From an optimization exercise on the open Yosys and OpenROAD flow, aimed at small area, a short achievable clock period and few clock cycles; shortcuts taken in it are not production practice. Only simulation tests tie the RTL to the original design; equivalence was not proved. No activity file was given, so power comes from the tool's default toggle rates.

## battleship_top
module battleship_top (
    input  logic        clk,
    input  logic        reset,
    input  logic        read,
    input  logic [9:0]  req,
    output logic [11:0] data_out,
    output logic        data_ready
);
    localparam logic [2:0] K_PLACED = 3'd0, K_REJ = 3'd1, K_MISS = 3'd2,
                           K_HIT = 3'd3, K_WIN = 3'd4;
    function automatic logic ge4(input logic [3:0] a, input logic [3:0] b);
        logic [3:0] g, p;
        g = a & ~b;
        p = a | ~b;
        ge4 = g[3]
            | (p[3] & g[2])
            | (p[3] & p[2] & g[1])
            | (p[3] & p[2] & p[1] & p[0]);
    endfunction
    function automatic logic [3:0] sub_sat(input logic [3:0] a, input int k);
        sub_sat = 4'd0;
        for (int v = 0; v < 16; v++)
            if (a == 4'(v))
                sub_sat = (v >= k) ? 4'(v - k) : 4'd0;
    endfunction
    function automatic logic [3:0] add_k(input logic [3:0] a, input int k);
        add_k = 4'd0;
        for (int v = 0; v < 16; v++)
            if (a == 4'(v))
                add_k = 4'(v + k);
    endfunction
    localparam logic [4:0] HITS_16 = 5'b10111;
  ...
Size in the first run: about 320 flip-flops, roughly 26 I/O pins, about 14,000 sq um of cells after synthesis.
==> flow/config.mk <==
export PLATFORM = sky130hd
export DESIGN_NAME = battleship_top
export DESIGN_NICKNAME = battleship_top
export VERILOG_FILES = /design/flow/design.v
export SDC_FILE = /design/flow/constraint.sdc
export NUM_CORES = 4
export LEC_CHECK = 0
export ABC_AREA = 1
export CAP_MARGIN = 20
export CORE_MARGIN = 2
export CORE_UTILIZATION = 55
export CTS_BUF_LIST = sky130_fd_sc_hd__clkbuf_8 sky130_fd_sc_hd__clkbuf_16
export CTS_CLUSTER_DIAMETER = 80
export CTS_CLUSTER_SIZE = 24
export SLEW_MARGIN = 20
==> flow/constraint.sdc <==
create_clock -name core_clock -period 9.0 [get_ports {clk}]
set_input_delay 1.8000 -clock core_clock [delete_from_list [all_inputs] [get_ports {clk}]]
set_output_delay 1.8000 -clock core_clock [all_outputs]
set_load 0.01 [all_outputs]
standard.sh (not shown) runs the stock make flow with config.mk's settings and CLKGATE_MAP_FILE= SYNTH_SCRIPT=/design/flow/synth_recipe.tcl, a recipe that flattens the netlist after the stock synthesis.
==> flow/flow/run.sh <==
#!/bin/bash
set -euo pipefail
bash standard.sh SETUP_SLACK_MARGIN=6 "BUFFER_PORTS_ARGS=-buffer_cell sky130_fd_sc_hd__buf_4" finish > flow_standard.log 2>&1
Testbench counts at the start, summed over its fixed seeds: cycles 2,888.
Rerun with:
--- a/flow/design.v
+++ b/flow/design.v
@@ -84,25 +84,21 @@
     logic        placing_q;          
     logic        over_q;             
     logic        turn_q;             
     logic        bsel_q;             
     logic [4:0]  sidx_q;             
     logic [4:0]  hits [2];           
-    logic        f_pchk;             
+    logic        f_place;            
     logic        f_shot;             
-    logic        f_ovl;              
-    logic        f_last;             
-    logic        f_place, f_hit, f_win;
-    assign f_place = f_pchk && !f_ovl;   
-    assign f_hit   = f_shot && f_ovl;    
-    assign f_win   = f_hit && f_last;    
+    logic        f_hit;              
+    logic        f_win;              
     logic [3:0]  srow [10];          
     logic [3:0]  scol [10];
     logic        shor [10];
-    logic [9:0]  fresh0 [10];        
-    logic [9:0]  fresh1 [10];
+    logic [9:0]  shot0 [10];         
+    logic [9:0]  shot1 [10];
     logic        placing, over, turn, bsel;
     logic [4:0]  sidx;
     logic        last_ship;          
     assign last_ship = f_place && sidx_q[4];
     assign placing = placing_q && !(last_ship && turn_q);
     assign over    = over_q || f_win;
@@ -196,14 +192,14 @@
         was_shot = 1'b0;
         for (int j = 0; j < 10; j++)
         begin
             logic colbit;
             colbit = 1'b0;
             for (int i = 0; i < 10; i++)
-                colbit = colbit || (rsel[i] && turn && !fresh0[i][j])
-                                || (rsel[i] && !turn && !fresh1[i][j]);
+                colbit = colbit || (rsel[i] && turn && shot0[i][j])
+                                || (rsel[i] && !turn && shot1[i][j]);
             was_shot = was_shot || (csel[j] && colbit);
         end
     end
     logic fits, turn_ok, on_board;
     logic [3:0] lim;
     always_comb
@@ -213,35 +209,38 @@
         else if (sidx[4]) lim = 4'd8;
         else              lim = 4'd7;
     end
     assign on_board = (r < 4'd10) && (c < 4'd10);
     assign fits     = h ? ((r < 4'd10) && ge4(lim, c)) : ((c < 4'd10) && ge4(lim, r));
     assign turn_ok  = (p == turn);
-    logic shot_ok, last_hit;
+    logic place_ok, shot_ok, hit, win, last_hit;
     assign last_hit = bsel ? (hits[1] == HITS_16) : (hits[0] == HITS_16);
+    assign place_ok = placing && turn_ok && fits && !overlap;
     assign shot_ok  = shooting && turn_ok && on_board && !was_shot;
+    assign hit      = shot_ok && overlap;
+    assign win      = hit && last_hit;
     assign data_out[11] = f_win;
     assign data_out[10] = f_shot && !f_win;
     assign data_out[9]  = (!f_place && !f_shot) || (f_hit && !f_win);
     always_ff @(posedge clk)
     begin
         data_out[8:0] <= {r, c, p};
-        f_ovl         <= overlap;
-        f_last        <= last_hit;
         if (reset)
         begin
             data_ready <= 1'b0;
             placing_q  <= 1'b1;
             over_q     <= 1'b0;
             turn_q     <= 1'b0;
             bsel_q     <= 1'b0;
             sidx_q     <= 5'b00001;
             hits[0]    <= '0;
             hits[1]    <= '0;
-            f_pchk     <= 1'b0;
+            f_place    <= 1'b0;
             f_shot     <= 1'b0;
+            f_hit      <= 1'b0;
+            f_win      <= 1'b0;
         end
         else
         begin
             data_ready <= read;
             placing_q  <= placing;
             over_q     <= over;
@@ -250,14 +249,16 @@
             sidx_q     <= sidx;
             if (f_hit)
             begin
                 if (bsel_q) hits[1] <= lfsr_next(hits[1]);
                 else        hits[0] <= lfsr_next(hits[0]);
             end
-            f_pchk     <= read && placing && turn_ok && fits;
+            f_place    <= read && place_ok;
             f_shot     <= read && shot_ok;
+            f_hit      <= read && hit;
+            f_win      <= read && win;
         end
     end
     always_ff @(posedge clk)
     begin
         for (int k = 0; k < 5; k++)
         begin
@@ -289,12 +290,12 @@
     end
     always_ff @(posedge clk)
     begin
         for (int i = 0; i < 10; i++)
             for (int j = 0; j < 10; j++)
             begin
-                fresh0[i][j] <= !((!fresh0[i][j] && !reset) || (mark0[i] && csel[j]));
-                fresh1[i][j] <= !((!fresh1[i][j] && !reset) || (mark1[i] && csel[j]));
+                shot0[i][j] <= (shot0[i][j] && !reset) || (mark0[i] && csel[j]);
+                shot1[i][j] <= (shot1[i][j] && !reset) || (mark1[i] && csel[j]);
             end
     end
 endmodule
 `default_nettype wire
=> Die area increases by 2.5%. Design area increases by 1.8%. Via count increases by 2.9%. Clock power decreases by about 0.7%. Critical path depth increases by 18. Wire length increases by 6.8%. Core utilization decreases by 0.67 points.
Testbench counts after the change, summed over its fixed seeds: cycles 2,888.

what the ideal ports hide:
In the flow no input, the clock included, has a driving cell. The finished layouts below were timed again as built, in two steps. Step 1 sets driving cells, clkbuf_16 on the clock port and buf_2 on the other inputs (assumed; they add their load-dependent delay and slew). Step 2 times the ports against the registers' clock, not the clock port: input delays grow and output delays shrink by t, the midpoint of the rising clock arrivals with the driver on. Slacks: no drivers / after step 1 / after step 2; pairs: no drivers / after step 1.
run	t (ns)	setup slack, ns	worst slew at a driven data input, ns	cell pins on the clock port's net
the first run	0.571	5.911 / 5.861 / 5.322	0.15	1
the second run	0.586	5.816 / 5.702 / 5.116	0.19	1
After both steps every run listed still meets setup and hold. For the second run, which loses most, drivers alone change the setup slack by -0.114 ns; drivers and shift together by -0.700 ns.
